This design comes from an exercise in tuning for small area and few clock cycles on the open sky130 flow, not from production work.
In this exercise RTL edits were held to simulation tests only and were not proved equivalent to the original.
No activity file was given, so power comes from the tool's default toggle rates.

==> run.sh <==
#!/bin/bash
# synth_recipe.tcl (not shown) runs the flow's synth.tcl, then flattens the netlist and writes it again
# the make line also repeats each setting of config.mk as NAME=value (left out here)
make -C /OpenROAD-flow-scripts/flow DESIGN_CONFIG=/design/flow/config.mk WORK_HOME=/design/flow/orfs CLKGATE_MAP_FILE= SYNTH_SCRIPT=/design/flow/synth_recipe.tcl finish
==> config.mk <==
export PLATFORM = sky130hd
export DESIGN_NAME = rv_exec_core
export DESIGN_NICKNAME = rv_exec_core
export VERILOG_FILES = /design/flow/design.v
export SDC_FILE = /design/flow/constraint.sdc
export NUM_CORES = 4
export LEC_CHECK = 0
export CAP_MARGIN = 0
export CELL_PAD_IN_SITES_DETAIL_PLACEMENT = 0
export CELL_PAD_IN_SITES_GLOBAL_PLACEMENT = 0
export CORE_MARGIN = 2
export CORE_UTILIZATION = 55
export CTS_BUF_LIST = sky130_fd_sc_hd__clkbuf_16
export CTS_CLUSTER_DIAMETER = 100
export CTS_CLUSTER_SIZE = 30
export GPL_TIMING_DRIVEN = 0
export PLACE_DENSITY = 0.65
export SLEW_MARGIN = 0
export SYNTH_HIERARCHICAL = 1
export SYNTH_MINIMUM_KEEP_SIZE = 0
==> constraint.sdc <==
create_clock -name core_clock -period 10.0 [get_ports {clk}]
set_input_delay 2.0000 -clock core_clock [delete_from_list [all_inputs] [get_ports {clk}]]
set_output_delay 2.0000 -clock core_clock [all_outputs]
set_load 0.01 [all_outputs]
==> design.v <==
package rv_exec_pkg;
   localparam int XLEN   = 32;
   localparam int REG_AW = 5;
   localparam logic [6:0] OPC_R   = 7'b0110011;
   localparam logic [6:0] OPC_I   = 7'b0010011;
   localparam logic [6:0] OPC_LUI = 7'b0110111;
   localparam logic [1:0] CLS_ILL = 2'd0;
   localparam logic [1:0] CLS_R   = 2'd1;
   localparam logic [1:0] CLS_I   = 2'd2;
   localparam logic [1:0] CLS_LUI = 2'd3;
   localparam int QW = 27;
endpackage
`timescale 1ns/1ps
module inst_decoder (
   input  logic [31:0]                inst,
   output logic [rv_exec_pkg::QW-1:0] entry
);
   logic [1:0] cls;
   always_comb begin
      case (inst[6:0])
         rv_exec_pkg::OPC_R:   cls = rv_exec_pkg::CLS_R;
         rv_exec_pkg::OPC_I:   cls = rv_exec_pkg::CLS_I;
         rv_exec_pkg::OPC_LUI: cls = rv_exec_pkg::CLS_LUI;
         default:              cls = rv_exec_pkg::CLS_ILL;
      endcase
   end
   assign entry = {cls, inst[31:7]};
endmodule
module reg_dec_e (
   input  logic [4:0]  r,
   input  logic        en,
   output logic [31:1] sel
);
   logic [3:0] lo;
   logic [7:0] hi;
   for (genvar k = 0; k < 4; k++) begin : g_lo
      assign lo[k] = (r[1:0] == 2'(k));
   end
   for (genvar k = 0; k < 8; k++) begin : g_hi
      assign hi[k] = en && (r[4:2] == 3'(k));
   end
   for (genvar i = 1; i < 32; i++) begin : g_sel
      assign sel[i] = hi[i/4] && lo[i%4];
   end
endmodule
module reg_dec_ve (
   input  logic [4:0]  r,
   input  logic        en,
   input  logic [31:1] v,
   output logic [31:1] sel
);
   logic [3:0] lo;
   logic [7:0] hi;
   for (genvar k = 0; k < 4; k++) begin : g_lo
      assign lo[k] = (r[1:0] == 2'(k));
   end
   for (genvar k = 0; k < 8; k++) begin : g_hi
      assign hi[k] = en && (r[4:2] == 3'(k));
   end
   for (genvar i = 1; i < 32; i++) begin : g_sel
      assign sel[i] = v[i] && hi[i/4] && lo[i%4];
   end
endmodule
module reg_dec_v (
   input  logic [4:0]  r,
   input  logic [31:1] v,
   output logic [31:1] sel
);
   logic [3:0] lo;
   logic [7:0] hi;
   for (genvar k = 0; k < 4; k++) begin : g_lo
      assign lo[k] = (r[1:0] == 2'(k));
   end
   for (genvar k = 0; k < 8; k++) begin : g_hi
      assign hi[k] = (r[4:2] == 3'(k));
   end
   for (genvar i = 1; i < 32; i++) begin : g_sel
      assign sel[i] = v[i] && hi[i/4] && lo[i%4];
   end
endmodule
`timescale 1ns/1ps
module hold_bit (
   input  logic q,
   input  logic d,
   input  logic en,
   input  logic en_n,
   output logic y
);
   assign y = (q & en_n) | (d & en);
endmodule
module hold_word #(
   parameter int W = 32
) (
   input  logic [W-1:0] q,
   input  logic [W-1:0] d,
   input  logic         en,
   input  logic         en_n,
   output logic [W-1:0] y
);
   for (genvar j = 0; j < W; j++) begin : g_b
      hold_bit u_b (.q(q[j]), .d(d[j]), .en(en), .en_n(en_n), .y(y[j]));
   end
endmodule
module ao222n (
   input  logic [2:0] d,
   input  logic [2:0] s,
   output logic       y_n
);
   assign y_n = !(|(d & s));
endmodule
module ao22n (
   input  logic [1:0] d,
   input  logic [1:0] s,
   output logic       y_n
);
   assign y_n = !(|(d & s));
endmodule
module q_rd_bit (
   input  logic [4:0] d,
   input  logic [4:0] s,
   output logic       q
);
   logic [1:0] y_n;
   ao222n u0 (.d(d[2:0]), .s(s[2:0]), .y_n(y_n[0]));
   ao22n  u1 (.d(d[4:3]), .s(s[4:3]), .y_n(y_n[1]));
   assign q = !(&y_n);
endmodule
module q_rd #(
   parameter int W = rv_exec_pkg::QW
) (
   input  logic [5*W-1:0] d,
   input  logic [4:0]     s,
   output logic [W-1:0]   q
);
   for (genvar j = 0; j < W; j++) begin : g_b
      logic [4:0] col;
      for (genvar i = 0; i < 5; i++) begin : g_c
         assign col[i] = d[W*i + j];
      end
      q_rd_bit u_b (.d(col), .s(s), .q(q[j]));
   end
endmodule
`timescale 1ns/1ps
module or11n (
   input  logic [10:0] y_n,
   output logic        q
);
   assign q = !(&y_n);
endmodule
module rf_rd_bit (
   input  logic [31:1] d,
   input  logic [31:1] s,
   output logic        q
);
   logic [10:0] y_n;
   for (genvar g = 0; g < 10; g++) begin : g_grp
      ao222n u_g (.d(d[3*g+3:3*g+1]), .s(s[3*g+3:3*g+1]), .y_n(y_n[g]));
   end
   assign y_n[10] = !(d[31] && s[31]);
   or11n u_or (.y_n(y_n), .q(q));
endmodule
module rf_rd_bit_x (
   input  logic [31:1] d,
   input  logic [31:1] s,
   input  logic        xd,
   input  logic        xs,
   output logic        q
);
   logic [10:0] y_n;
   for (genvar g = 0; g < 10; g++) begin : g_grp
      ao222n u_g (.d(d[3*g+3:3*g+1]), .s(s[3*g+3:3*g+1]), .y_n(y_n[g]));
   end
   ao22n u_last (.d({d[31], xd}), .s({s[31], xs}), .y_n(y_n[10]));
   or11n u_or (.y_n(y_n), .q(q));
endmodule
module rf_rd (
   input  logic [32*31-1:0] d,
   input  logic [31:1]      s,
   output logic [31:0]      q
);
   for (genvar j = 0; j < 32; j++) begin : g_b
      logic [31:1] col;
      for (genvar i = 1; i < 32; i++) begin : g_c
         assign col[i] = d[32*(i-1) + j];
      end
      rf_rd_bit u_b (.d(col), .s(s), .q(q[j]));
   end
endmodule
module rf_rd_x (
   input  logic [32*31-1:0] d,
   input  logic [31:1]      s,
   input  logic [31:0]      xd,
   input  logic             xs,
   output logic [31:0]      q
);
   for (genvar j = 0; j < 32; j++) begin : g_b
      logic [31:1] col;
      for (genvar i = 1; i < 32; i++) begin : g_c
         assign col[i] = d[32*(i-1) + j];
      end
      rf_rd_bit_x u_b (.d(col), .s(s), .xd(xd[j]), .xs(xs), .q(q[j]));
   end
endmodule
module bk_carry (
   input  logic [31:0] g,
   input  logic [31:0] p,
   input  logic        cin,
   output logic [32:0] c
);
   logic [31:0] gg, pp;
   always_comb begin
      gg = g;
      pp = p;
      gg[0] = g[0] | (p[0] & cin);
      for (int d = 1; d < 32; d = d * 2) begin
         for (int i = 0; i < 32; i++) begin
            if ((i + 1) % (2 * d) == 0) begin
               gg[i] = gg[i] | (pp[i] & gg[i-d]);
               pp[i] = pp[i] & pp[i-d];
            end
         end
      end
      for (int d = 8; d >= 1; d = d / 2) begin
         for (int i = 0; i < 32; i++) begin
            if ((i + 1) % (2 * d) == d && i >= 3 * d - 1) begin
               gg[i] = gg[i] | (pp[i] & gg[i-d]);
               pp[i] = pp[i] & pp[i-d];
            end
         end
      end
   end
   assign c = {gg, cin};
endmodule
module mux2n (
   input  logic a,
   input  logic b,
   input  logic s,
   output logic y_n
);
   assign y_n = !(s ? b : a);
endmodule
module shr32 (
   input  logic [31:0] x,
   input  logic        rev,
   input  logic [4:0]  shamt,
   input  logic        fill,
   output logic [31:0] y
);
   logic [31:0] lv [6];
   logic [5:0]  f;    
   for (genvar j = 0; j < 32; j++) begin : g_rev
      mux2n u_m (.a(x[j]), .b(x[31-j]), .s(rev), .y_n(lv[0][j]));
   end
   assign f[0] = !fill;
   for (genvar k = 0; k < 5; k++) begin : g_lvl
      assign f[k+1] = !f[k];
      for (genvar j = 0; j < 32; j++) begin : g_b
         if (j + (1 << (4-k)) < 32) begin : g_in
            mux2n u_m (.a(lv[k][j]), .b(lv[k][j + (1 << (4-k))]), .s(shamt[4-k]), .y_n(lv[k+1][j]));
         end else begin : g_fill
            mux2n u_m (.a(lv[k][j]), .b(f[k]), .s(shamt[4-k]), .y_n(lv[k+1][j]));
         end
      end
   end
   assign y = lv[5];
endmodule
module pg_bit (
   input  logic a,
   input  logic b,
   input  logic sub,
   output logic p,
   output logic g
);
   logic bx;
   assign bx = b ^ sub;
   assign p  = a ^ bx;
   assign g  = a & bx;
endmodule
module alu_bit_x (
   input  logic p, g, c, sr, sl, x,
   input  logic en_p, s_c, s_g, s_r, s_l, s_x,
   output logic y
);
   logic al;
   assign al = (p & en_p) ^ ((c & s_c) | (g & s_g));
   assign y  = al | (sr & s_r) | (sl & s_l) | (x & s_x);
endmodule
module alu_bit (
   input  logic p, g, c, sr, sl,
   input  logic en_p, s_c, s_g, s_r, s_l,
   output logic y
);
   logic al;
   assign al = (p & en_p) ^ ((c & s_c) | (g & s_g));
   assign y  = al | (sr & s_r) | (sl & s_l);
endmodule
module alu (
   input  logic [31:0] a,
   input  logic [31:0] b,
   input  logic [2:0]  f3,
   input  logic        alt,
   input  logic        is_r,
   input  logic        is_lui,
   input  logic        legal,
   input  logic [19:0] imm20,
   output logic [31:0] value
);
   logic        sub, op;
   logic [31:0] p, g;
   logic [32:0] c;
   logic        lt;
   logic [31:0] sh;
   logic        en_p, s_c, s_g, s_r, s_l, s_lt;
   assign sub = (f3 == 3'd2) || (f3 == 3'd3) || (is_r && alt && f3 == 3'd0);
   for (genvar j = 0; j < 32; j++) begin : g_pg
      pg_bit u_pg (.a(a[j]), .b(b[j]), .sub(sub), .p(p[j]), .g(g[j]));
   end
   bk_carry u_carry (.g(g), .p(p), .cin(sub), .c(c));
   assign lt = f3[0] ? !c[32] : (p[31] ? !c[31] : a[31]);
   shr32 u_shr (.x(a), .rev(!f3[2]), .shamt(b[4:0]), .fill(f3[2] && alt && a[31]), .y(sh));
   assign op   = legal && !is_lui;
   assign en_p = op && (f3 == 3'd0 || f3 == 3'd4 || f3 == 3'd6);
   assign s_c  = op && (f3 == 3'd0);
   assign s_g  = op && (f3 == 3'd6 || f3 == 3'd7);
   assign s_r  = op && (f3 == 3'd5);
   assign s_l  = op && (f3 == 3'd1);
   assign s_lt = op && (f3 == 3'd2 || f3 == 3'd3);
   alu_bit_x u_b0 (
      .p(p[0]), .g(g[0]), .c(c[0]), .sr(sh[0]), .sl(sh[31]), .x(lt),
      .en_p(en_p), .s_c(s_c), .s_g(s_g), .s_r(s_r), .s_l(s_l), .s_x(s_lt),
      .y(value[0])
   );
   for (genvar j = 1; j < 12; j++) begin : g_lo
      alu_bit u_b (
         .p(p[j]), .g(g[j]), .c(c[j]), .sr(sh[j]), .sl(sh[31-j]),
         .en_p(en_p), .s_c(s_c), .s_g(s_g), .s_r(s_r), .s_l(s_l),
         .y(value[j])
      );
   end
   for (genvar j = 12; j < 32; j++) begin : g_hi
      alu_bit_x u_b (
         .p(p[j]), .g(g[j]), .c(c[j]), .sr(sh[j]), .sl(sh[31-j]), .x(imm20[j-12]),
         .en_p(en_p), .s_c(s_c), .s_g(s_g), .s_r(s_r), .s_l(s_l), .s_x(is_lui),
         .y(value[j])
      );
   end
endmodule
module exec_unit (
   input  logic [rv_exec_pkg::QW-1:0] entry,
   input  logic [32*31-1:0]           rf,
   input  logic [31:1]                rf_v,
   output logic [4:0]                 rd,
   output logic [31:0]                value,
   output logic                       illegal,
   output logic                       legal
);
   logic [1:0]  cls;
   logic [4:0]  rs1, rs2;
   logic [2:0]  f3;
   logic        alt;
   logic [11:0] imm12;
   logic [19:0] imm20;
   logic        is_r, is_i, is_lui;
   logic [31:1] sel1, sel2;
   logic [31:0] a, b;
   assign cls   = entry[26:25];
   assign imm20 = entry[24:5];      
   assign imm12 = entry[24:13];     
   assign alt   = entry[23];        
   assign rs2   = entry[17:13];     
   assign rs1   = entry[12:8];      
   assign f3    = entry[7:5];       
   assign is_r    = (cls == rv_exec_pkg::CLS_R);
   assign is_i    = (cls == rv_exec_pkg::CLS_I);
   assign is_lui  = (cls == rv_exec_pkg::CLS_LUI);
   assign legal   = (cls != rv_exec_pkg::CLS_ILL);
   assign illegal = !legal;
   assign rd      = legal ? entry[4:0] : 5'd0;
   reg_dec_v  u_dec1 (.r(rs1), .v(rf_v), .sel(sel1));
   reg_dec_ve u_dec2 (.r(rs2), .en(is_r), .v(rf_v), .sel(sel2));
   rf_rd   u_rd1 (.d(rf), .s(sel1), .q(a));
   rf_rd_x u_rd2 (.d(rf), .s(sel2), .xd({{20{imm12[11]}}, imm12}), .xs(is_i), .q(b));
   alu u_alu (
      .a      (a),
      .b      (b),
      .f3     (f3),
      .alt    (alt),
      .is_r   (is_r),
      .is_lui (is_lui),
      .legal  (legal),
      .imm20  (imm20),
      .value  (value)
   );
endmodule
`timescale 1ns/1ps
module rv_exec_core (
   input  logic        clk,
   input  logic        arst_n,
   input  logic        inst_valid,
   output logic        inst_ready,
   input  logic [31:0] inst,
   output logic        res_valid,
   input  logic        res_ready,
   output logic [4:0]  res_rd,
   output logic [31:0] res_value,
   output logic        res_illegal
);
   localparam int QW    = rv_exec_pkg::QW;
   localparam int DEPTH = 5;
   logic [QW-1:0]       q_mem [DEPTH];
   logic [DEPTH*QW-1:0] q_flat;
   logic [DEPTH-1:0]    wp, rp;
   logic [2:0]          count;
   logic [QW-1:0]       in_entry, head;
   logic                full, q_valid, push, exec;
   logic [31:0]      rf [1:31];
   logic [32*31-1:0] rf_flat;
   logic [31:1]      rf_v;
   logic [31:1]      we;
   logic [4:0]       x_rd;
   logic [31:0]      x_value;
   logic             x_illegal, x_legal;
   assign full       = (count == 3'(DEPTH));
   assign q_valid    = (count != 3'd0);
   assign inst_ready = !full;
   assign push       = inst_valid && !full;
   assign exec       = q_valid && (!res_valid || res_ready);
   inst_decoder u_inst_decoder (.inst(inst), .entry(in_entry));
   for (genvar k = 0; k < DEPTH; k++) begin : g_q
      assign q_flat[QW*k +: QW] = q_mem[k];
      logic [QW-1:0] nxt;
      logic          en;
      assign en = push && wp[k];
      hold_word #(.W(QW)) u_h (.q(q_mem[k]), .d(in_entry), .en(en), .en_n(!en), .y(nxt));
      always_ff @(posedge clk) q_mem[k] <= nxt;
   end
   q_rd u_q_rd (.d(q_flat), .s(rp), .q(head));
   always_ff @(posedge clk or negedge arst_n) begin
      if (!arst_n) begin
         wp    <= DEPTH'(1);
         rp    <= DEPTH'(1);
         count <= '0;
      end else begin
         if (push) wp <= {wp[DEPTH-2:0], wp[DEPTH-1]};
         if (exec) rp <= {rp[DEPTH-2:0], rp[DEPTH-1]};
         if (push && !exec) count <= count + 1'b1;
         else if (exec && !push) count <= count - 1'b1;
      end
   end
   exec_unit u_exec_unit (
      .entry   (head),
      .rf      (rf_flat),
      .rf_v    (rf_v),
      .rd      (x_rd),
      .value   (x_value),
      .illegal (x_illegal),
      .legal   (x_legal)
   );
   reg_dec_e u_wdec (.r(head[4:0]), .en(exec && x_legal), .sel(we));
   for (genvar i = 1; i < 32; i++) begin : g_rf
      assign rf_flat[32*(i-1) +: 32] = rf[i];
      logic [31:0] nxt;
      hold_word #(.W(32)) u_h (.q(rf[i]), .d(x_value), .en(we[i]), .en_n(!we[i]), .y(nxt));
      always_ff @(posedge clk) rf[i] <= nxt;
   end
   always_ff @(posedge clk or negedge arst_n) begin
      if (!arst_n) begin
         rf_v      <= '0;
         res_valid <= 1'b0;
      end else begin
         rf_v <= rf_v | we;
         if (exec) res_valid <= 1'b1;
         else if (res_ready) res_valid <= 1'b0;
      end
   end
   logic [37:0] res_nxt;
   hold_word #(.W(38)) u_h_res (
      .q    ({res_rd, res_value, res_illegal}),
      .d    ({x_rd, x_value, x_illegal}),
      .en   (exec),
      .en_n (!exec),
      .y    (res_nxt)
   );
   always_ff @(posedge clk) {res_rd, res_value, res_illegal} <= res_nxt;
endmodule
==> results of run 1 <==
==> metal layers <==
| layer | share of wire (%) | wire (um) | global-route usage [%] |
|---|---|---|---|
| met3 | 15 | 31800 | 16.6 |
| met2 | 41 | 88200 | 63.0 |
| met5 | 0.072 | 156 | 0 |
| met4 | 7.3 | 15900 | 28.4 |
| met1 | 37 | 80800 | 56.2 |
==> modules after synthesis, one instance, submodules excluded, a selection <==
module	flip-flops and latches	times used	cells inside
reg_dec_e	0	1	46
reg_dec_v	0	1	47
q_rd_bit	0	27	1
ao222n	0	667	1
alu_bit_x	0	21	5
ao22n	0	59	1
reg_dec_ve	0	1	43
exec_unit	0	1	12
hold_bit	0	1165	1
mux2n	0	192	1
alu	0	1	17
or11n	0	64	4
shr32	0	1	1
inst_decoder	0	1	31
rv_exec_core	1210	1	1310
pg_bit	0	32	2
==> cells in the final DEF, fill, tap and decap left out, types with 13 or more instances in the layout <==
master / instances
a22o_1: 1165
dfxtp_1: 1165
a222oi_1: 688
mux2i_1: 192
nand4_1: 130
nand2_1: 104
a22oi_2: 80
and3_2: 68
nand3_1: 66
or3_1: 59
clkdlybuf4s50_1: 49
clkbuf_16: 48
xor2_1: 46
dfrtp_1: 41
ha_1: 33
buf_12: 32
or2_2: 31
buf_4: 31
nor2_4: 31
inv_2: 29
a21o_1: 25
inv_1: 23
xnor2_1: 22
nand2_2: 21
buf_16: 17
diode_2: 14
a21oi_1: 13
==> cells by family after synthesis <==
family	Yosys count	share of synthesized area, %
buffers and inverters	79	0.825
adder cells (fa/ha/maj)	34	0.865
AO/OA/AOI/OAI	2021	37.5
flip-flops	1210	48.9
multiplexers	203	4.12
XOR/XNOR	68	1.19
AND/OR/NAND/NOR	585	6.64
==> worst max path at each step <==
stage,start,end,depth (start not counted)
after detailed placement,rp[2]$_DFFE_PN0P_,rf[18][0]$_DFF_P_,24
after global routing,rp[2]$_DFFE_PN0P_,rf[24][0]$_DFF_P_,24
final,rp[2]$_DFFE_PN0P_,rf[26][0]$_DFF_P_,24
after global placement,rp[3]$_DFFE_PN0P_,rf[18][0]$_DFF_P_,22
after floorplan,rp[3]$_DFFE_PN0P_,rf[16][0]$_DFF_P_,22
after CTS,rp[2]$_DFFE_PN0P_,rf[18][0]$_DFF_P_,24
==> layout make-up <==
type | instances | area [sq um]
well taps | 1176 | 1470
clock buffers | 48 | 1200
repair buffers | 108 | 1710
plain buffers | 32 | 236
clock inverters | 14 | 118
diodes | 14 | 35.0
multi-input cells | 2911 | 25600
fillers | 7408 | 35100
inverters | 47 | 176
flip-flops and latches | 1210 | 24500
==> registers in the layout, indices dropped and copies added (netlist names) <==
| name | count |
|---|---|
| rf | 992 |
| wp | 5 |
| rp | 5 |
| res_illegal | 1 |
| res_value | 32 |
| res_rd | 5 |
| count | 3 |
| rf_v | 31 |
| q_mem | 135 |
| res_valid | 1 |
==> power groups by stage <==
| stage | Clock, mW | Sequential (mW) | Combinational [mW] |
|---|---|---|---|
| after floorplan | 0 | 4.95 | 0.0800 |
| after global placement | 0 | 4.95 | 0.137 |
| after detailed placement | 0 | 4.95 | 0.151 |
| after CTS | 2.47 | 4.84 | 0.152 |
| after global routing | 2.63 | 4.85 | 0.165 |
| final | 2.48 | 4.84 | 0.154 |
==> stage by stage <==
step / std cells / hold WS [ns]
after floorplan: 4200 / 0.443
after global placement: 5426 / 0.458
after detailed placement: 5482 / 0.460
after CTS: 5544 / 0.490
after global routing: 5546 / 0.508
final: 5560 / 0.491
==> flow_summary.toml, run 1 <==
[global_routing]
grt_pass1_wl_um = 308000
grt_max_degree = 36
grt_usage_pct = 44.3
grt_pass1_vias = 44100
antenna_found_initial = 21
overflow = 0

[worst_setup_path]
cp_data_required_time_ns = 10.60
arrival_ns = 10.09
startpoint_type = "register"
crit_chain = "a222oi_1, nand2_1, buf_6, and2b_1, nor4b_2, and3_2, a222oi_1, nand4_1, or3_2, xor2_1, ha_1, a21o_1, a31o_1, a211o_2, nand4_2, a21oi_2, a221o_1, a31oi_4, o21bai_1, and2_1, o31ai_1, a222oi_1, nand2_2, a22o_1"
cp_top_family = "simple AND/OR/NAND/NOR gates"
crit_type = "reg -> reg"
r2r_slack_ns = 0.50
crit_top_cell = "a222oi_1"
rr_endpoint = "rf[26][0]$_DFF_P_"
cpMaxStageDelayCell = "dfrtp_1"
path_max_fanout = 33
r2r_start = "rp[2]$_DFFE_PN0P_"
crit_path_end_kind = "register"
r2r_cells = 24
cpPeakStageDelay_ns = 1.21
cp_num_buf_inv = 1

[job]
drv_cap = 2

[floorplan]
dieArea_sq_um = 93400
start_util_pct = 55.5
rows = 110
die_w_um = 306
die_h_um = 306
fp.coreArea_sq_um = 90100
boundaryPins = 76

[placement]
dp_hpwl_um = 130000
place_ws_ns = 0.981
portBuffers = 50
routabilityCongestion = 0.991
dpl-instance-area_sq_um = 53600

[clock_network]
cts.htree.levels = 2
ctsHoldBuffers = 0
cts_tree = "built"
cts_setup_buffers = 0
cts_buffers = 47
cts_resized = 0
path_clk_slew_ns = 0.11
clockRootBuffer = "clkbuf_16"
cts_max_path_buffers = 3
clkSinkCount = 1210
clock_latency_ns = 0.72

[min_path]
hold_start = "res_value[11]$_DFF_P_"
holdPathStages = 1
hold_end = "res_value[11]$_DFF_P_"
min-delay-path-class = "reg -> reg"

[timing]
fin_ws_ns = 0.502
rsz0062_at_grt = "no"
min_period_over_period_pct = 95.0
layout_min_cycle_time_ns = 9.50
hold_viol = 0
clock_skew_ns = 0.0383
slew_headroom_pct = -0.596
timing.fmax_ghz = 0.105
tns_ns = 0
worst_pin_slew_ns = 1.51
setup_violations = 0
drv_slew = 33

[synth]
synth.avg_cell_area_sq_um = 11.9
ys_ff_latch = 1210
synth_edf_count = 0
yosysWarningCount = 15
async_flop_share_pct = 3.72
yosysTopAreaCellShare_pct = 46.6
synth_top_area_cell = "dfxtp_1"
ys_seq_area_share_pct = 48.9
synthFlopType = "dfxtp_1"
synthesis.area_sq_um = 50000
yosysUniqueCellTypes = 68
netlist_top_cells_count = "a22o_1, dfxtp_1, a222oi_1, mux2i_1, nand4_1"
syn-instance-count = 4200
synth_nets = 4270
synthTopCellsByArea = "dfxtp_1, a22o_1, a222oi_1"

[status]
status = "finished with violations"
so_faults = "max-capacitance violations, max-slew violations"

[power_and_ir_drop]
p_comb_share_pct = 2.1
vdd_drop_max_mv = 0.171
p_switching_mw = 1.69
power.internal_mw = 5.78
seqPwrFrac_pct = 64.8
clockPowerShare_pct = 33.1
p_total_mw = 7.48
swShare_pct = 22.6
p_leak_nw = 20.3
powerDensity_nw_per_um2 = 136

[route]
vias = 46700
drt_pass1_iterations = 14
drt-total-wl_um = 217000
drc = 0
vias_per_cell = 8.40
ant_nets = 0
drt_iter0_drc = 10200
wl_per_cell_um = 39.0

[final_layout]
nNetsFinal = 4427
fin_area_sq_um = 55000
layout-drive-gt1-share_pct = 10.6
area_delta_synth_final_pct = 9.93
fin_util_pct = 61.0
Testbench counts, summed over its fixed seeds: cycles 18,370.
==> run 2: changes to the inputs <==
--- a/config.mk
+++ b/config.mk
@@ -6,5 +6,5 @@
 export NUM_CORES = 4
 export LEC_CHECK = 0
-export CAP_MARGIN = 0
+export CAP_MARGIN = 10
 export CELL_PAD_IN_SITES_DETAIL_PLACEMENT = 0
 export CELL_PAD_IN_SITES_GLOBAL_PLACEMENT = 0
@@ -16,5 +16,5 @@
 export GPL_TIMING_DRIVEN = 0
 export PLACE_DENSITY = 0.65
-export SLEW_MARGIN = 0
+export SLEW_MARGIN = 10
 export SYNTH_HIERARCHICAL = 1
 export SYNTH_MINIMUM_KEEP_SIZE = 0
==> flow_summary.toml, run 2 <==
[final_layout]
area_delta_synth_final_pct = 14.0
fin_util_pct = 63.3
fillerInstances = 7129
largest_reg_flops = 992
layout_common_cells = "a22o_1, dfxtp_1, a222oi_1"
nNetsFinal = 4516
layout-drive-gt1-share_pct = 12.5
top_register = "rf"

[route]
vias_per_cell = 8.30
drt_pass1_iterations = 14
drc = 0
vias = 46900
drt_iter0_drc = 10200
ant_nets = 0
wl_per_cell_um = 38.5
drt-total-wl_um = 217000

[synth]
yosysUniqueCellTypes = 68
netlist_top_cells_count = "a22o_1, dfxtp_1, a222oi_1, mux2i_1, nand4_1"
synth_edf_count = 0
synthTopCellsByArea = "dfxtp_1, a22o_1, a222oi_1"
yosysTopAreaCellShare_pct = 46.6
yosysWarningCount = 15
ys_ff_latch = 1210
synthesis.area_sq_um = 50000
ys_seq_area_share_pct = 48.9
synthFlopType = "dfxtp_1"
synth_nets = 4270
synth_top_area_cell = "dfxtp_1"
synth.avg_cell_area_sq_um = 11.9
async_flop_share_pct = 3.72
syn-instance-count = 4200

[job]
drv_cap = 0

[worst_setup_path]
cpPeakStageDelay_ns = 1.22
path_max_fanout = 32
crit_type = "reg -> reg"
r2r_start = "rp[2]$_DFFE_PN0P_"
crit_path_end_kind = "register"
startpoint_type = "register"
cpMaxStageDelayCell = "dfrtp_1"
crit_top_cell = "a222oi_1"
arrival_ns = 9.57
setup.worst_path.start = "rp[2]$_DFFE_PN0P_"
cp_data_required_time_ns = 10.57
crit_chain = "a222oi_1, nand2_1, buf_6, and2b_1, nor4b_2, and3_2, buf_16, a222oi_1, nand4_1, or3_2, xor2_1, ha_1, a21o_1, a31o_1, a211o_2, nand4_2, a21oi_2, a221o_1, a31oi_4, o21bai_1, a22oi_2, xnor2_1, nand2_2, a22o_1"

[floorplan]
boundaryPins = 76
fp.coreArea_sq_um = 90100
die_h_um = 306
rows = 110
die_w_um = 306
start_util_pct = 55.5
dieArea_sq_um = 93400

[power_and_ir_drop]
vdd_drop_max_mv = 0.160
power.internal_mw = 5.79
swShare_pct = 22.4
p_comb_share_pct = 2.1
seqPwrFrac_pct = 64.9
clockPowerShare_pct = 33.0
p_leak_nw = 21.2
powerDensity_nw_per_um2 = 131
p_switching_mw = 1.67

[global_routing]
grt_usage_pct = 44.5
grt_pass1_vias = 44500
grt_pass1_wl_um = 311000
antenna_found_initial = 19
grt_max_degree = 46
overflow = 0

[status]
status = "no timing/DRC/antenna violations"

[timing]
hold_viol = 0
setup_violations = 0
timing.fmax_ghz = 0.111
min_period_over_period_pct = 90.0
fin_ws_ns = 1.00
rsz0062_at_grt = "no"
tns_ns = 0
drv_slew = 0
clock_skew_ns = 0.0337
layout_min_cycle_time_ns = 9.00
worst_pin_slew_ns = 1.30
slew_headroom_pct = 13.3

[clock_network]
cts_setup_buffers = 0
cts_buffers = 47
cts_resized = 0
clkSinkCount = 1210
clockRootBuffer = "clkbuf_16"
cts_tree = "built"
cts.htree.levels = 2
ctsHoldBuffers = 0
cts_max_path_buffers = 3
clock_latency_ns = 0.69
path_clk_slew_ns = 0.12

[placement]
routabilityCongestion = 0.991
dp_hpwl_um = 139000
portBuffers = 50
place_ws_ns = 1.37

[min_path]
min-delay-path-class = "reg -> reg"
hold_start = "rf_v[11]$_DFF_PN0_"
-- run 2: cell counts after synthesis --
Identical to the previous run, type by type.
-- run 2: layout make-up --
class	instances	area, sq um	area share [%]
plain buffers	32	236	0.414
diodes	14	35.0	0.0614
repair buffers	197	3760	6.59
well taps	1176	1470	2.58
clock inverters	14	119	0.208
inverters	47	176	0.309
flip-flops and latches	1210	24500	42.9
multi-input cells	2911	25600	44.9
clock buffers	47	1180	2.06
-- run 2: critical path: cells and delay by family, from the launching register on --
family | cells | cell delay [ns]
simple gates | 8 | 3.23
xor+xnor | 2 | 0.40
fa+ha+maj | 1 | 0.32
compound gates | 11 | 3.23
buf+inv | 2 | 0.42
flops | 1 | 1.22
-- run 2: path summary, 6_finish.rpt --
kind,end,slack (ns),depth (start not counted)
setup / recovery,rf[30][31]$_DFF_P_,1.00,24
hold / removal,rf_v[11]$_DFF_PN0_,0.49,1
setup reg to reg,rf[30][31]$_DFF_P_,1.00,24
hold reg to reg,rf_v[11]$_DFF_PN0_,0.49,1
max in group asynchronous,rp[4]$_DFFE_PN0P_,8.07,1
min in group asynchronous,count[1]$_DFFE_PN0P_,1.39,1
-- run 2: kinds of logic (layout without fill, tap and decap cells) --
group	after synthesis	in the layout	share of synthesized area, %
DFF	1210	1210	48.9
buffers and inverters	79	337	0.825
muxes	203	203	4.12
xor gates and xnor gates	68	68	1.19
adders and majority gates	34	34	0.865
and+or+nand+nor	585	585	6.64
other	0	14	0
AOI/OAI and AO/OA	2021	2021	37.5
-- run 2: stage by stage --
stage	area [sq um]	instances	hold slack (ns)	total power, mW
after floorplan	50000	4200	0.443	5.03
after global routing	57000	5634	0.512	7.63
final	57100	5648	0.493	7.46
after global placement	52000	5426	0.458	5.09
after CTS	57000	5634	0.488	7.46
after detailed placement	55700	5573	0.457	5.11
-- run 2: modules after synthesis (local to each module, per instance), excerpt --
module,cells,cell area (sq um),flip-flops and latches
pg_bit,2,21.3,0
or11n,4,23.8,0
ao22n,1,12.5,0
shr32,1,3.75,0
inst_decoder,31,223,0
hold_bit,1,8.76,0
ao222n,1,10.0,0
alu,17,120,0
exec_unit,12,86.3,0
alu_bit_x,5,38.8,0
-- run 2: routing by layer --
metal	track usage [%]	part of all wire, %	up-vias
met2	63.1	41	3648
met3	16.1	14	820
met5	0	0.042	-
met4	29.5	7.4	14
met1	56.8	37	23100
li1	-	-	19300
-- run 2: power by group through the flow --
stage	clock network, mW	registers [mW]	logic (mW)
after floorplan	0	4.95	0.0800
after global placement	0	4.95	0.137
after detailed placement	0	4.95	0.156
after CTS	2.46	4.84	0.158
after global routing	2.62	4.85	0.169
final	2.46	4.84	0.158
==> run 3: changes to the inputs <==
--- a/config.mk
+++ b/config.mk
@@ -6,5 +6,5 @@
 export NUM_CORES = 4
 export LEC_CHECK = 0
-export CAP_MARGIN = 10
+export CAP_MARGIN = 20
 export CELL_PAD_IN_SITES_DETAIL_PLACEMENT = 0
 export CELL_PAD_IN_SITES_GLOBAL_PLACEMENT = 0
@@ -16,5 +16,5 @@
 export GPL_TIMING_DRIVEN = 0
 export PLACE_DENSITY = 0.65
-export SLEW_MARGIN = 10
+export SLEW_MARGIN = 20
 export SYNTH_HIERARCHICAL = 1
 export SYNTH_MINIMUM_KEEP_SIZE = 0
==> flow_summary.toml, run 3 <==
[timing]
fin_ws_ns = 1.27
min_period_over_period_pct = 87.3
setup_violations = 0
timing.fmax_ghz = 0.115
rsz0062_at_grt = "no"
drv_slew = 0
worst_pin_slew_ns = 1.15
tns_ns = 0
layout_min_cycle_time_ns = 8.73
hold_viol = 0
holdWs_ns = 0.490
clock_skew_ns = 0.0498
slew_headroom_pct = 23.0

[synth]
yosysTopAreaCellShare_pct = 46.6
synth_edf_count = 0
synth_nets = 4270
yosysUniqueCellTypes = 68
synthFlopType = "dfxtp_1"
synth_top_area_cell = "dfxtp_1"
synth.avg_cell_area_sq_um = 11.9
synthesis.area_sq_um = 50000
ys_ff_latch = 1210
synthTopCellsByArea = "dfxtp_1, a22o_1, a222oi_1"
ys_seq_area_share_pct = 48.9
syn-instance-count = 4200
async_flop_share_pct = 3.72
yosysWarningCount = 15
netlist_top_cells_count = "a22o_1, dfxtp_1, a222oi_1, mux2i_1, nand4_1"

[route]
wl_per_cell_um = 38.6
vias_per_cell = 8.36
ant_nets = 0
drt_iter0_drc = 10600
drc = 0
vias = 47400
drt-total-wl_um = 219000
drt_pass1_iterations = 13

[power_and_ir_drop]
vdd_drop_max_mv = 0.155
powerDensity_nw_per_um2 = 129
p_leak_nw = 21.5
p_total_mw = 7.45

[final_layout]
instances_no_fill = 5668
layout_common_cells = "a22o_1, dfxtp_1, a222oi_1"
fillerInstances = 7133
nNetsFinal = 4546
largest_reg_flops = 992
layout-drive-gt1-share_pct = 13.1
area_delta_synth_final_pct = 15.4
regArea_sq_um = 24500
top_register = "rf"
multi_input_area_sq_um = 25600

[clock_network]
cts_buffers = 47
cts_resized = 0
cts_setup_buffers = 0
path_clk_slew_ns = 0.12
clkSinkCount = 1210
clock_latency_ns = 0.71
cts_tree = "built"
clockRootBuffer = "clkbuf_16"
cts_max_path_buffers = 3
cts.htree.levels = 2
ctsHoldBuffers = 0

[placement]
dp_hpwl_um = 143000
portBuffers = 50
place_ws_ns = 1.64
routabilityCongestion = 0.991
numPlacedInstances = 5603

[global_routing]
grt_usage_pct = 44.9
grt_pass1_vias = 45200
overflow = 0
grt_max_degree = 36
antenna_found_initial = 14
grt_pass1_wl_um = 313000

[floorplan]
die_h_um = 306
start_util_pct = 55.5
die_w_um = 306
fp.coreArea_sq_um = 90100
dieArea_sq_um = 93400
boundaryPins = 76
rows = 110

[worst_setup_path]
crit_path_end_kind = "register"
arrival_ns = 9.30
startpoint_type = "register"
path_max_fanout = 29
cp_data_required_time_ns = 10.57
crit_type = "reg -> reg"

[min_path]
min-delay-path-class = "reg -> reg"

[job]
drv_cap = 0

[status]
status = "no timing/DRC/antenna violations"
[run 3: cell counts after synthesis]
No cell type changed its count.
[run 3: path summary, 6_finish.rpt]
check	cells past startpoint	slack [ns]	end	startpoint
max	26	1.27	rf[26][0]$_DFF_P_	rp[0]$_DFFE_PN1P_
min	1	0.49	rf_v[8]$_DFF_PN0_	rf_v[8]$_DFF_PN0_
max reg2reg	26	1.27	rf[26][0]$_DFF_P_	rp[0]$_DFFE_PN1P_
min reg2reg	1	0.49	rf_v[8]$_DFF_PN0_	rf_v[8]$_DFF_PN0_
max in group asynchronous	2	8.33	rf_v[3]$_DFF_PN0_	arst_n
min in group asynchronous	1	1.19	count[1]$_DFFE_PN0P_	arst_n
[run 3: metal layers]
layer	GRT usage, %	routed length (um)	up-vias
met5	0.207	75	-
met4	29.5	16400	12
met3	16.7	32100	898
met2	63.8	89700	3814
li1	-	-	19400
met1	56.9	80500	23300
[run 3: stage by stage]
step	cell area [sq um]	utilization, %
finish	57800	64.1
global route	57800	64.1
CTS	57800	64.1
detailed placement	56500	62.7
global placement	52000	57.7
floorplan	50000	-
[run 3: logic make-up after synthesis]
kind of cell,count (synthesis),share of synthesized area (%)
AOI/OAI and AO/OA,2021,37.5
xor gates and xnor gates,68,1.19
adders and majority gates,34,0.865
buffers and inverters,79,0.825
DFF,1210,48.9
muxes,203,4.12
and+or+nand+nor,585,6.64
[run 3: final cells by class]
| class | instances | share of cell area [%] |
|---|---|---|
| Buffer | 32 | 0.409 |
| Multi-Input combinational cell | 2911 | 44.4 |
| Sequential cell | 1210 | 42.3 |
| Tap cell | 1176 | 2.55 |
| Clock inverter | 13 | 0.154 |
| Inverter | 47 | 0.305 |
| Antenna cell | 5 | 0.0217 |
| Clock buffer | 47 | 2.04 |
| Timing Repair Buffer | 227 | 7.82 |
[run 3: Yosys stat by module, one instance, submodules excluded, excerpt]
module / area, sq um / copies in the design / cells inside / flops+latches
rv_exec_core: 25100 / 1 / 1310 / 1210
reg_dec_v: 327 / 1 / 47 / 0
reg_dec_ve: 308 / 1 / 43 / 0
exec_unit: 86.3 / 1 / 12 / 0
alu_bit_x: 38.8 / 21 / 5 / 0
alu_bit: 30.0 / 11 / 4 / 0
[run 3: power breakdown]
group          leakage (nW)  internal (mW)  switching (mW)
clock                 0.642          0.871            1.56
combinational          10.9         0.0694          0.0972
sequential             9.98           4.83          0.0138
total                  21.5           5.77            1.68
[run 3: worst max-delay path, cell delays in order (launching register included)]
cell,delay (ns)
dfstp_2,1.04
a222oi_1,0.25
nand2_1,0.14
buf_6,0.17
and2b_1,0.41
nor4b_2,0.29
and3_2,0.42
buf_16,0.24
a222oi_1,0.52
nand4_1,0.39
or3_2,0.86
xor2_1,0.24
ha_1,0.34
a21o_1,0.17
a31o_1,0.22
a211o_2,0.28
nand4_2,0.15
a21oi_2,0.36
a221o_1,0.35
a31oi_4,0.15
o21bai_1,0.23
and2_1,0.16
o31ai_1,0.06
a222oi_1,0.31
nand2_2,0.33
buf_16,0.28
a22o_1,0.20
==> run 4: changes to the inputs <==
--- a/design.v
+++ b/design.v
@@ -109,11 +109,4 @@
    assign y_n = !(|(d & s));
 endmodule
-module ao22n (
-   input  logic [1:0] d,
-   input  logic [1:0] s,
-   output logic       y_n
-);
-   assign y_n = !(|(d & s));
-endmodule
 module q_rd_bit (
    input  logic [4:0] d,
@@ -121,8 +114,7 @@
    output logic       q
 );
-   logic [1:0] y_n;
-   ao222n u0 (.d(d[2:0]), .s(s[2:0]), .y_n(y_n[0]));
-   ao22n  u1 (.d(d[4:3]), .s(s[4:3]), .y_n(y_n[1]));
-   assign q = !(&y_n);
+   logic y_n;
+   ao222n u0 (.d(d[2:0]), .s(s[2:0]), .y_n(y_n));
+   assign q = !y_n || (d[3] && s[3]) || (d[4] && s[4]);
 endmodule
 module q_rd #(
@@ -142,4 +134,11 @@
 endmodule
 `timescale 1ns/1ps
+module or10x (
+   input  logic [9:0] y_n,
+   input  logic       d0, s0, d1, s1,
+   output logic       q
+);
+   assign q = !(&y_n) || (d0 && s0) || (d1 && s1);
+endmodule
 module or11n (
    input  logic [10:0] y_n,
@@ -167,10 +166,9 @@
    output logic        q
 );
-   logic [10:0] y_n;
+   logic [9:0] y_n;
    for (genvar g = 0; g < 10; g++) begin : g_grp
       ao222n u_g (.d(d[3*g+3:3*g+1]), .s(s[3*g+3:3*g+1]), .y_n(y_n[g]));
    end
-   ao22n u_last (.d({d[31], xd}), .s({s[31], xs}), .y_n(y_n[10]));
-   or11n u_or (.y_n(y_n), .q(q));
+   or10x u_or (.y_n(y_n), .d0(d[31]), .s0(s[31]), .d1(xd), .s1(xs), .q(q));
 endmodule
 module rf_rd (
@@ -282,7 +280,5 @@
    output logic y
 );
-   logic al;
-   assign al = (p & en_p) ^ ((c & s_c) | (g & s_g));
-   assign y  = al | (sr & s_r) | (sl & s_l) | (x & s_x);
+   assign y = ((p & en_p) ^ (c & s_c)) | (g & s_g) | (sr & s_r) | (sl & s_l) | (x & s_x);
 endmodule
 module alu_bit (
@@ -291,7 +287,5 @@
    output logic y
 );
-   logic al;
-   assign al = (p & en_p) ^ ((c & s_c) | (g & s_g));
-   assign y  = al | (sr & s_r) | (sl & s_l);
+   assign y = ((p & en_p) ^ (c & s_c)) | (g & s_g) | (sr & s_r) | (sl & s_l);
 endmodule
 module alu (
--- a/config.mk
+++ b/config.mk
@@ -6,5 +6,5 @@
 export NUM_CORES = 4
 export LEC_CHECK = 0
-export CAP_MARGIN = 20
+export CAP_MARGIN = 10
 export CELL_PAD_IN_SITES_DETAIL_PLACEMENT = 0
 export CELL_PAD_IN_SITES_GLOBAL_PLACEMENT = 0
@@ -12,9 +12,9 @@
 export CORE_UTILIZATION = 55
 export CTS_BUF_LIST = sky130_fd_sc_hd__clkbuf_16
-export CTS_CLUSTER_DIAMETER = 100
-export CTS_CLUSTER_SIZE = 30
+export CTS_CLUSTER_DIAMETER = 90
+export CTS_CLUSTER_SIZE = 26
 export GPL_TIMING_DRIVEN = 0
 export PLACE_DENSITY = 0.65
-export SLEW_MARGIN = 20
+export SLEW_MARGIN = 10
 export SYNTH_HIERARCHICAL = 1
 export SYNTH_MINIMUM_KEEP_SIZE = 0
==> flow_summary.toml, run 4 <==
[status]
status = "finished with violations"
so_faults = "max-slew violations"

[worst_setup_path]
crit_chain = "a22oi_1, nand2_1, and3b_2, and3_2, a222oi_1, nand4_1, or3_1, ha_1, nand4_1, o21ai_0, a211oi_1, a21oi_2, a221o_1, a31oi_4, o21bai_1, and2_1, o31ai_1, a22oi_1, nand3_2, buf_16, a22o_1"
r2r_cells = 21
path_max_fanout = 32
r2r_start = "rp[3]$_DFFE_PN0P_"
r2r_slack_ns = 0.61
startpoint_type = "register"
cpMaxStageDelayCell = "a222oi_1"
crit_path_end_kind = "register"
crit_type = "reg -> reg"
arrival_ns = 10.01
cpPeakStageDelay_ns = 1.32
cp_top_family = "simple AND/OR/NAND/NOR gates"
rr_endpoint = "rf[16][0]$_DFF_P_"
cp_num_buf_inv = 1
cp_data_required_time_ns = 10.62

[floorplan]
fp.coreArea_sq_um = 89900
die_w_um = 305
start_util_pct = 55.5
rows = 110
boundaryPins = 76
dieArea_sq_um = 93100
die_h_um = 305

[synth]
synthFlopType = "dfxtp_1"
synth_nets = 4302
synth.avg_cell_area_sq_um = 11.8
synthesis.area_sq_um = 49900
yosysMostFrequentCell = "a22o_1"
async_flop_share_pct = 3.72
synth_top_area_cell = "dfxtp_1"
ys_ff_latch = 1210
yosysWarningCount = 15
netlist_top_cells_count = "a22o_1, dfxtp_1, a222oi_1, mux2i_1, nand2_1"
syn-instance-count = 4232
synthTopCellsByArea = "dfxtp_1, a22o_1, a222oi_1"
ys_seq_area_share_pct = 49.0
yosysUniqueCellTypes = 68
synth_edf_count = 0
yosysTopAreaCellShare_pct = 46.8

[clock_network]
path_clk_slew_ns = 0.11
cts.htree.levels = 2
cts_tree = "built"
clockRootBuffer = "clkbuf_16"
cts_setup_buffers = 0
ctsHoldBuffers = 0
clkSinkCount = 1210
cts_max_path_buffers = 3
cts_buffers = 54
cts_resized = 0
clock_latency_ns = 0.74

[final_layout]
final_common_cell = "a22o_1"
fin_util_pct = 62.4
multi_input_area_sq_um = 25500
regArea_sq_um = 24500
top_register = "rf"
area_delta_synth_final_pct = 12.5
layout-drive-gt1-share_pct = 10.3
instances_no_fill = 5633
layout_common_cells = "a22o_1, dfxtp_1, a222oi_1"
largest_reg_flops = 992
fillerInstances = 7369
nNetsFinal = 4505

[timing]
timing.fmax_ghz = 0.106
worst_pin_slew_ns = 1.54
rsz0062_at_grt = "no"
hold_viol = 0
setup_violations = 0
min_period_over_period_pct = 93.9
layout_min_cycle_time_ns = 9.39
clock_skew_ns = 0.0638
drv_slew = 1
slew_headroom_pct = -2.72

[global_routing]
antenna_found_initial = 23
overflow = 0
grt_usage_pct = 48.7
grt_pass1_wl_um = 330000
grt_max_degree = 40
grt_pass1_vias = 43200

[route]
ant_nets = 0
drt_pass1_iterations = 14
vias_per_cell = 8.53
wl_per_cell_um = 42.1
vias = 48100
drt_iter0_drc = 11500
drc = 0
drt-total-wl_um = 237000

[power_and_ir_drop]
p_leak_nw = 21.1
vdd_drop_max_mv = 0.169
powerDensity_nw_per_um2 = 136

[min_path]
holdPathStages = 1
hold_start = "q_mem[4][2]$_DFF_P_"
hold_end = "q_mem[4][2]$_DFF_P_"
min-delay-path-class = "reg -> reg"

[placement]
numPlacedInstances = 5552
routabilityCongestion = 1.03
portBuffers = 50
dp_hpwl_um = 156000

[job]
drv_cap = 0
[run 4: cell count changes after synthesis, sizes merged]
cell,change
xor2,-11
a222oi,-10
or4,+32
a221o,-11
nand2,+54
a22oi,-22
a22o,+32
nand3,-11
xnor2,+11
or3,-32
[run 4: metrics by stage]
stage	TNS (ns)	total power, mW	hold WS (ns)	instance area, sq um	worst slack, ns
after detailed placement	0	5.09	0.461	54500	1.08
final	0	7.62	0.493	56100	0.609
after global routing	0	7.78	0.505	56100	0.734
after global placement	-185.51	5.08	0.454	51800	-0.820
after CTS	0	7.60	0.486	56000	1.09
after floorplan	0	5.03	0.443	49900	2.80
[run 4: per-module statistics from Yosys (local to each module, per instance), excerpt]
| module | cells | area, sq um | flip-flops and latches |
|---|---|---|---|
| alu | 17 | 120 | 0 |
| pg_bit | 2 | 21.3 | 0 |
| rv_exec_core | 1310 | 25100 | 1210 |
| hold_bit | 1 | 8.76 | 0 |
| or10x | 5 | 36.3 | 0 |
| shr32 | 1 | 3.75 | 0 |
| reg_dec_ve | 43 | 308 | 0 |
| alu_bit | 5 | 30.0 | 0 |
| bk_carry | 82 | 539 | 0 |
| ao222n | 1 | 10.0 | 0 |
| rf_rd_bit | 1 | 3.75 | 0 |
| alu_bit_x | 6 | 36.3 | 0 |
| reg_dec_e | 46 | 226 | 0 |
| inst_decoder | 31 | 223 | 0 |
| mux2n | 1 | 10.0 | 0 |
[run 4: where the power goes]
part / switching, mW / internal (mW) / total, mW / leakage [nW]
registers: 0.0130 / 4.83 / 4.84 / 9.99
logic: 0.0823 / 0.0570 / 0.139 / 10.4
clock network: 1.64 / 0.999 / 2.64 / 0.764
total: 1.73 / 5.88 / 7.62 / 21.1
[run 4: how the worst max path moves through the flow]
| stage | start | to | slack [ns] | cells after the start |
|---|---|---|---|---|
| finish | rp[3]$_DFFE_PN0P_ | rf[16][0]$_DFF_P_ | 0.61 | 21 |
| detailed placement | rp[3]$_DFFE_PN0P_ | rf[16][0]$_DFF_P_ | 1.08 | 26 |
| CTS | rp[3]$_DFFE_PN0P_ | rf[16][0]$_DFF_P_ | 1.09 | 26 |
| global placement | rp[2]$_DFFE_PN0P_ | rf[17][30]$_DFF_P_ | -0.82 | 20 |
| global route | rp[3]$_DFFE_PN0P_ | rf[16][0]$_DFF_P_ | 0.73 | 26 |
| floorplan | rp[2]$_DFFE_PN0P_ | rf[12][0]$_DFF_P_ | 2.80 | 21 |
[run 4: area by class of cell]
type / count / share of cell area [%]
flip-flops and latches: 1210 / 43.6
clock inverters: 17 / 0.257
repair buffers: 147 / 4.87
well taps: 1176 / 2.62
multi-input cells: 2943 / 45.5
diodes: 7 / 0.0312
plain buffers: 32 / 0.422
inverters: 47 / 0.315
clock buffers: 54 / 2.41
[run 4: cell families (layout without fill, tap and decap cells)]
kind of cell,count (synthesis),in the layout,synth area share (%)
compound gates,2010,2010,36.6
flops,1210,1210,49.0
simple gates,628,628,7.28
mux,203,203,4.14
buf+inv,79,297,0.828
xor+xnor,68,68,1.19
fa+ha+maj,34,34,0.868
other cells,0,7,0
[run 4: per-layer routing]
layer,share of wire (%),wire [um],vias to the layer above,track usage (%)
met5,0.092,218,-,0
met4,8.3,19800,28,32.5
met3,15,36600,774,18.3
met2,39,93500,4103,66.8
met1,37,87100,23900,63.4
li1,-,-,19300,-
[run 4: worst register-to-register path, stage by stage, from the launching register on]
cell,delay [ns]
dfrtp_1,1.21
a22oi_1,0.24
nand2_1,0.66
and3b_2,0.38
and3_2,0.54
a222oi_1,1.35
nand4_1,0.54
or3_1,0.85
ha_1,0.51
nand4_1,0.15
o21ai_0,0.26
a211oi_1,0.13
a21oi_2,0.31
a221o_1,0.34
a31oi_4,0.12
o21bai_1,0.18
and2_1,0.15
o31ai_1,0.07
a22oi_1,0.21
nand3_2,0.49
buf_16,0.38
a22o_1,0.24
Testbench counts of run 4, summed over its fixed seeds: cycles 18,370.
==> run 5: changes to the inputs <==
--- a/config.mk
+++ b/config.mk
@@ -6,5 +6,5 @@
 export NUM_CORES = 4
 export LEC_CHECK = 0
-export CAP_MARGIN = 10
+export CAP_MARGIN = 15
 export CELL_PAD_IN_SITES_DETAIL_PLACEMENT = 0
 export CELL_PAD_IN_SITES_GLOBAL_PLACEMENT = 0
@@ -16,5 +16,5 @@
 export GPL_TIMING_DRIVEN = 0
 export PLACE_DENSITY = 0.65
-export SLEW_MARGIN = 10
+export SLEW_MARGIN = 15
 export SYNTH_HIERARCHICAL = 1
 export SYNTH_MINIMUM_KEEP_SIZE = 0
==> flow_summary.toml, run 5 <==
[status]
status = "no timing/DRC/antenna violations"

[final_layout]
top_register = "rf"
layout-drive-gt1-share_pct = 11.1
final_common_cell = "a22o_1"
layout_common_cells = "a22o_1, dfxtp_1, a222oi_1"
instances_no_fill = 5663
largest_reg_flops = 992
nNetsFinal = 4540
area_delta_synth_final_pct = 14.3
fin_util_pct = 63.4

[global_routing]
grt_pass1_vias = 43700
overflow = 0
grt_pass1_wl_um = 333000
grt_usage_pct = 49.1
met1_usage_pct = 62.9
use_met3_pct = 19.7
grt_max_degree = 46
met2_usage_pct = 68.4
antenna_found_initial = 12
grt-busiest-layer = "met2"

[clock_network]
cts_resized = 0
cts.htree.levels = 2
ctsHoldBuffers = 0
clockRootBuffer = "clkbuf_16"
cts_setup_buffers = 0
cts_max_path_buffers = 3
cts_tree = "built"
clock_latency_ns = 0.71
clkSinkCount = 1210
cts_buffers = 54
path_clk_slew_ns = 0.11

[timing]
min_period_over_period_pct = 92.6
layout_min_cycle_time_ns = 9.26
worst_pin_slew_ns = 1.45
fin_ws_ns = 0.740
slew_headroom_pct = 3.62
drv_slew = 0
clock_skew_ns = 0.0348
timing.fmax_ghz = 0.108
setup_violations = 0
holdWs_ns = 0.488
rsz0062_at_grt = "no"
hold_viol = 0

[synth]
synth_edf_count = 0
synthFlopType = "dfxtp_1"
ys_ff_latch = 1210
netlist_top_cells_count = "a22o_1, dfxtp_1, a222oi_1, mux2i_1, nand2_1"
async_flop_share_pct = 3.72
yosysWarningCount = 15
yosysUniqueCellTypes = 68
synth.avg_cell_area_sq_um = 11.8
yosysMostFrequentCell = "a22o_1"
ys_seq_area_share_pct = 49.0
syn-instance-count = 4232
synthTopCellsByArea = "dfxtp_1, a22o_1, a222oi_1"
synth_nets = 4302
yosysTopAreaCellShare_pct = 46.8
synthesis.area_sq_um = 49900
synth_top_area_cell = "dfxtp_1"

[floorplan]
fp.coreArea_sq_um = 89900
rows = 110
dieArea_sq_um = 93100
die_w_um = 305
die_h_um = 305
boundaryPins = 76
start_util_pct = 55.5

[job]
drv_cap = 0

[power_and_ir_drop]
p_leak_nw = 21.5
powerDensity_nw_per_um2 = 134
vdd_drop_max_mv = 0.155

[min_path]
holdPathStages = 1
min-delay-path-class = "reg -> reg"

[placement]
routabilityCongestion = 1.03
portBuffers = 50
dp_hpwl_um = 162000
place_ws_ns = 1.06
numPlacedInstances = 5585

[route]
drc = 0
drt_iter0_drc = 11100
vias_per_cell = 8.53
ant_nets = 0
drt-total-wl_um = 240000
wl_per_cell_um = 42.3
drt_pass1_iterations = 13
vias = 48300

[worst_setup_path]
arrival_ns = 9.87
r2r_cells = 24
startpoint_type = "register"
r2r_slack_ns = 0.74
cp_data_required_time_ns = 10.61
path_max_fanout = 33
crit_path_end_kind = "register"
crit_type = "reg -> reg"
run 5: worst paths after layout:
kind	from	endpoint
setup / recovery	rp[0]$_DFFE_PN1P_	rf[16][0]$_DFF_P_
hold / removal	rf_v[14]$_DFF_PN0_	rf_v[14]$_DFF_PN0_
setup reg to reg	rp[0]$_DFFE_PN1P_	rf[16][0]$_DFF_P_
hold reg to reg	rf_v[14]$_DFF_PN0_	rf_v[14]$_DFF_PN0_
max in group asynchronous	arst_n	rp[3]$_DFFE_PN0P_
min in group asynchronous	arst_n	res_valid$_DFFE_PN0P_
run 5: final cells by class:
class | instances | area, sq um
Timing Repair Buffer | 182 | 3600
Antenna cell | 2 | 5.00
Tap cell | 1176 | 1470
Buffer | 32 | 236
Sequential cell | 1210 | 24500
Clock inverter | 16 | 140
Fill cell | 7298 | 32900
Multi-Input combinational cell | 2943 | 25500
Clock buffer | 55 | 1380
Inverter | 47 | 176
run 5: kinds of logic after synthesis:
| logic type | after synthesis | share of synthesized area [%] |
|---|---|---|
| AOI/OAI and AO/OA | 2010 | 36.6 |
| xor gates and xnor gates | 68 | 1.19 |
| adders and majority gates | 34 | 0.868 |
| buffers and inverters | 79 | 0.828 |
| DFF | 1210 | 49.0 |
| muxes | 203 | 4.14 |
| and+or+nand+nor | 628 | 7.28 |
run 5: routing by layer:
layer | wire length (um) | part of all wire, %
met5 | 78 | 0.033
met4 | 19800 | 8.2
met3 | 37900 | 16
met2 | 95200 | 40
met1 | 86900 | 36
run 5: through the flow:
stage | total power, mW | setup TNS (ns) | cell area [sq um]
after floorplan | 5.03 | 0 | 49900
after global placement | 5.08 | -185.51 | 51800
after detailed placement | 5.09 | 0 | 55400
after CTS | 7.62 | 0 | 56900
after global routing | 7.79 | 0 | 57000
final | 7.64 | 0 | 57000
run 5: critical path, stage by stage (launching register included):
cell and delay, ns:
dfstp_2 1.01, a222oi_1 0.25, nand2_1 0.80, and4bb_2 0.38, and3_2 0.44, buf_16 0.26
a222oi_1 0.46, nand4_1 0.59, or4_4 0.98, xor2_1 0.25, ha_1 0.36, a21o_1 0.16
a31o_1 0.22, a211o_2 0.23, nand4_2 0.14, a21oi_2 0.32, a221o_1 0.34, a31oi_4 0.12
o21bai_1 0.20, and2_1 0.16, o31ai_1 0.06, a22oi_1 0.21, nand3_2 0.49, buf_16 0.37
a22o_1 0.23
run 5: modules after synthesis (local to each module, per instance), a selection:
module / cell area [sq um] / times used / cells inside / flip-flops and latches
pg_bit: 21.3 / 32 / 2 / 0
ao222n: 10.0 / 667 / 1 / 0
reg_dec_e: 226 / 1 / 46 / 0
exec_unit: 86.3 / 1 / 12 / 0
rv_exec_core: 25100 / 1 / 1310 / 1210
inst_decoder: 223 / 1 / 31 / 0
run 5: report_power, final:
group          total [mW]  internal, mW  switching [mW]
registers            4.84          4.83          0.0131
logic               0.139        0.0564          0.0831
clock network        2.66          1.03            1.62
==> run 6: changes to the inputs <==
--- a/config.mk
+++ b/config.mk
@@ -16,5 +16,5 @@
 export GPL_TIMING_DRIVEN = 0
 export PLACE_DENSITY = 0.65
-export SLEW_MARGIN = 15
+export SLEW_MARGIN = 12
 export SYNTH_HIERARCHICAL = 1
 export SYNTH_MINIMUM_KEEP_SIZE = 0
==> flow_summary.toml, run 6 <==
[status]
status = "finished with violations"
so_faults = "max-slew violations"

[floorplan]
fp.coreArea_sq_um = 89900
rows = 110
die_w_um = 305
start_util_pct = 55.5
dieArea_sq_um = 93100
die_h_um = 305
boundaryPins = 76

[synth]
yosysUniqueCellTypes = 68
synth_top_area_cell = "dfxtp_1"
yosysMostFrequentCell = "a22o_1"
synthTopCellsByArea = "dfxtp_1, a22o_1, a222oi_1"
yosys.area_share.simple_pct = 7.28
synth_top_family_by_area = "compound AO/OA/AOI/OAI gates"
synth.avg_cell_area_sq_um = 11.8
synthFlopType = "dfxtp_1"
synth_edf_count = 0
yosysTopAreaCellShare_pct = 46.8
synth_nets = 4302
netlist_top_cells_count = "a22o_1, dfxtp_1, a222oi_1, mux2i_1, nand2_1"
ys_seq_area_share_pct = 49.0
synth_mux_area_share_pct = 4.14
synthXorXnorAreaFrac_pct = 1.19
synth_compound_area_share_pct = 36.6
ys_ff_latch = 1210
syn-instance-count = 4232
async_flop_share_pct = 3.72
synthesis.area_sq_um = 49900
yosysWarningCount = 15
synthAdderAreaFrac_pct = 0.868

[route]
drt-total-wl_um = 238000
drc = 0
vias = 48400
ant_nets = 0
vias_per_cell = 8.56
drt_iter0_drc = 11600
wl_per_cell_um = 42.1
drt_pass1_iterations = 15

[global_routing]
grt_pass1_vias = 43400
grt_max_degree = 46
met1_usage_pct = 62.9
antenna_found_initial = 23
grt_usage_pct = 48.9
grt-busiest-layer = "met2"
overflow = 0
grt_pass1_wl_um = 332000
use_met3_pct = 19.3
met2_usage_pct = 67.0

[worst_setup_path]
setup.worst_path.start = "rp[2]$_DFFE_PN0P_"
startpoint_type = "register"
crit_type = "reg -> reg"
cp-endpoint = "rf[3][18]$_DFF_P_"
path_max_fanout = 32
rr_endpoint = "rf[3][18]$_DFF_P_"
r2r_slack_ns = 0.55
cp_data_required_time_ns = 10.58
crit_path_end_kind = "register"
r2r_start = "rp[2]$_DFFE_PN0P_"
r2r_cells = 19
arrival_ns = 10.03

[final_layout]
nNetsFinal = 4524
largest_reg_flops = 992
layout_common_cells = "a22o_1, dfxtp_1, a222oi_1"
layout-drive-gt1-share_pct = 10.7
final_common_cell = "a22o_1"
area_delta_synth_final_pct = 13.5
instances_no_fill = 5657
fin_util_pct = 63.0
top_register = "rf"
fin_area_sq_um = 56600

[clock_network]
cts_max_path_buffers = 3
ctsHoldBuffers = 0
cts_resized = 0
clockRootBuffer = "clkbuf_16"
cts_buffers = 54
clkSinkCount = 1210
cts.htree.levels = 2
cts_setup_buffers = 0
path_clk_slew_ns = 0.10
clock_latency_ns = 0.72
cts_tree = "built"

[placement]
dp_hpwl_um = 158000
numPlacedInstances = 5566
portBuffers = 50
dpl-instance-area_sq_um = 54900
routabilityCongestion = 1.03

[power_and_ir_drop]
p_total_mw = 7.64
vdd_drop_max_mv = 0.162
powerDensity_nw_per_um2 = 135
p_leak_nw = 21.3

[job]
drv_cap = 0

[timing]
rsz0062_at_grt = "no"
clock_skew_ns = 0.0537
min_period_over_period_pct = 94.5
hold_viol = 0
slew_headroom_pct = -9.19
setup_violations = 0
worst_pin_slew_ns = 1.64
layout_min_cycle_time_ns = 9.45
holdWs_ns = 0.489
drv_slew = 3
timing.fmax_ghz = 0.106

[min_path]
min-delay-path-class = "reg -> reg"
## run 6: cell count changes in the layout (fill, tap and decap cells not counted), moves of 2 or more
cell     previous run  this run
inv_2              34        32
buf_4              30        32
buf_16             84        69
buf_2               6         2
diode_2             2        13
## run 6: cell families after synthesis
kind of cell / Yosys count
AO/OA/AOI/OAI: 2010
flip-flops: 1210
AND/OR/NAND/NOR: 628
multiplexers: 203
buffers and inverters: 79
XOR/XNOR: 68
adder cells (fa/ha/maj): 34
## run 6: worst min path at each step
stage,startpoint,to,slack (ns),depth (start not counted)
final,rf_v[20]$_DFF_PN0_,rf_v[20]$_DFF_PN0_,0.49,1
after global routing,rf_v[22]$_DFF_PN0_,rf_v[22]$_DFF_PN0_,0.50,1
after CTS,rf_v[23]$_DFF_PN0_,rf_v[23]$_DFF_PN0_,0.48,1
after detailed placement,rf_v[13]$_DFF_PN0_,rf_v[13]$_DFF_PN0_,0.46,1
after global placement,rf_v[13]$_DFF_PN0_,rf_v[13]$_DFF_PN0_,0.45,1
after floorplan,rf_v[10]$_DFF_PN0_,rf_v[10]$_DFF_PN0_,0.44,1
## run 6: Yosys stat by module (local to each module, per instance), excerpt
module	times used	flops+latches	area [sq um]	cells
alu	1	0	120	17
alu_bit_x	21	0	36.3	6
ao222n	667	0	10.0	1
exec_unit	1	0	86.3	12
inst_decoder	1	0	223	31
mux2n	192	0	10.0	1
or10x	32	0	36.3	5
or11n	32	0	23.8	4
pg_bit	32	0	21.3	2
reg_dec_e	1	0	226	46
reg_dec_v	1	0	327	47
rf_rd_bit	32	0	3.75	1
rv_exec_core	1	1210	25100	1310
shr32	1	0	3.75	1
## run 6: area by class of cell
class,instances,area (sq um)
Sequential cell,1210,24500
Clock inverter,15,135
Tap cell,1176,1470
Timing Repair Buffer,166,3210
Fill cell,7368,33300
Antenna cell,13,32.5
Inverter,47,176
Buffer,32,236
Multi-Input combinational cell,2943,25500
Clock buffer,55,1380
## run 6: power breakdown
group          switching [mW]  internal (mW)
sequential             0.0132           4.83
clock                    1.62           1.04
combinational          0.0821         0.0564
total                    1.72           5.92
## run 6: per-layer routing
| metal | wire length (um) | vias up |
|---|---|---|
| met5 | 267 | - |
| met4 | 20800 | 18 |
| met3 | 37800 | 845 |
| met2 | 93200 | 4173 |
| met1 | 86100 | 24000 |
| li1 | - | 19400 |
## run 6: through the flow
| stage | setup slack (ns) | setup TNS (ns) |
|---|---|---|
| after global placement | -0.820 | -185.51 |
| after floorplan | 2.80 | 0 |
| after global routing | 0.772 | 0 |
| after detailed placement | 1.06 | 0 |
| final | 0.548 | 0 |
| after CTS | 1.04 | 0 |
## run 6: critical path, cell delays in order, from the launching register on
cell and delay [ns]:
dfrtp_1 0.64, buf_8 0.29, a222oi_1 0.31, nand2_1 0.50, nor2b_1 0.41, and3_2 0.61, a222oi_1 1.37, nand4_1 0.55
or3_1 0.80, and3_2 0.42, inv_1 0.53, mux2i_1 0.22, mux2i_1 0.24, mux2i_1 0.18, mux2i_1 0.26, mux2i_1 0.14
a22oi_1 0.39, nand3_2 0.74, buf_16 0.44, a22o_1 0.21

## port drivers added, routing unchanged
Ports are ideal in the flow. The routed layouts listed here were re-timed in OpenROAD. Step 1 (the two cells are an assumption about what drives the block):
set clk [get_ports {clk}]
set_driving_cell -lib_cell sky130_fd_sc_hd__clkbuf_16 $clk
set_driving_cell -lib_cell sky130_fd_sc_hd__buf_2 [delete_from_list [all_inputs] $clk]
Step 2, shift: input delay + t, output delay - t, t = (earliest + latest rising clock arrival at the registers) / 2. This alone moves slack from input paths to output paths. a / b / c = no drivers / after step 1 / after step 2; a / b = the first two.
| run | t (ns) | slack for setup (ns) | hold slack, ns | worst register clock-pin slew, ns |
|---|---|---|---|---|
| run 1 | 0.780 | 0.502 / 0.502 / 0.502 | 0.491 / 0.491 / 0.491 | 0.12 / 0.12 |
| run 2 | 0.752 | 1.001 / 1.001 / 1.001 | 0.493 / 0.493 / 0.493 | 0.12 / 0.12 |
| run 3 | 0.765 | 1.272 / 1.272 / 1.272 | 0.490 / 0.490 / 0.490 | 0.12 / 0.12 |
| run 4 | 0.784 | 0.609 / 0.609 / 0.609 | 0.493 / 0.493 / 0.493 | 0.12 / 0.12 |
| run 5 | 0.774 | 0.740 / 0.740 / 0.740 | 0.488 / 0.488 / 0.488 | 0.11 / 0.11 |
| run 6 | 0.765 | 0.548 / 0.548 / 0.548 | 0.489 / 0.489 / 0.489 | 0.12 / 0.12 |
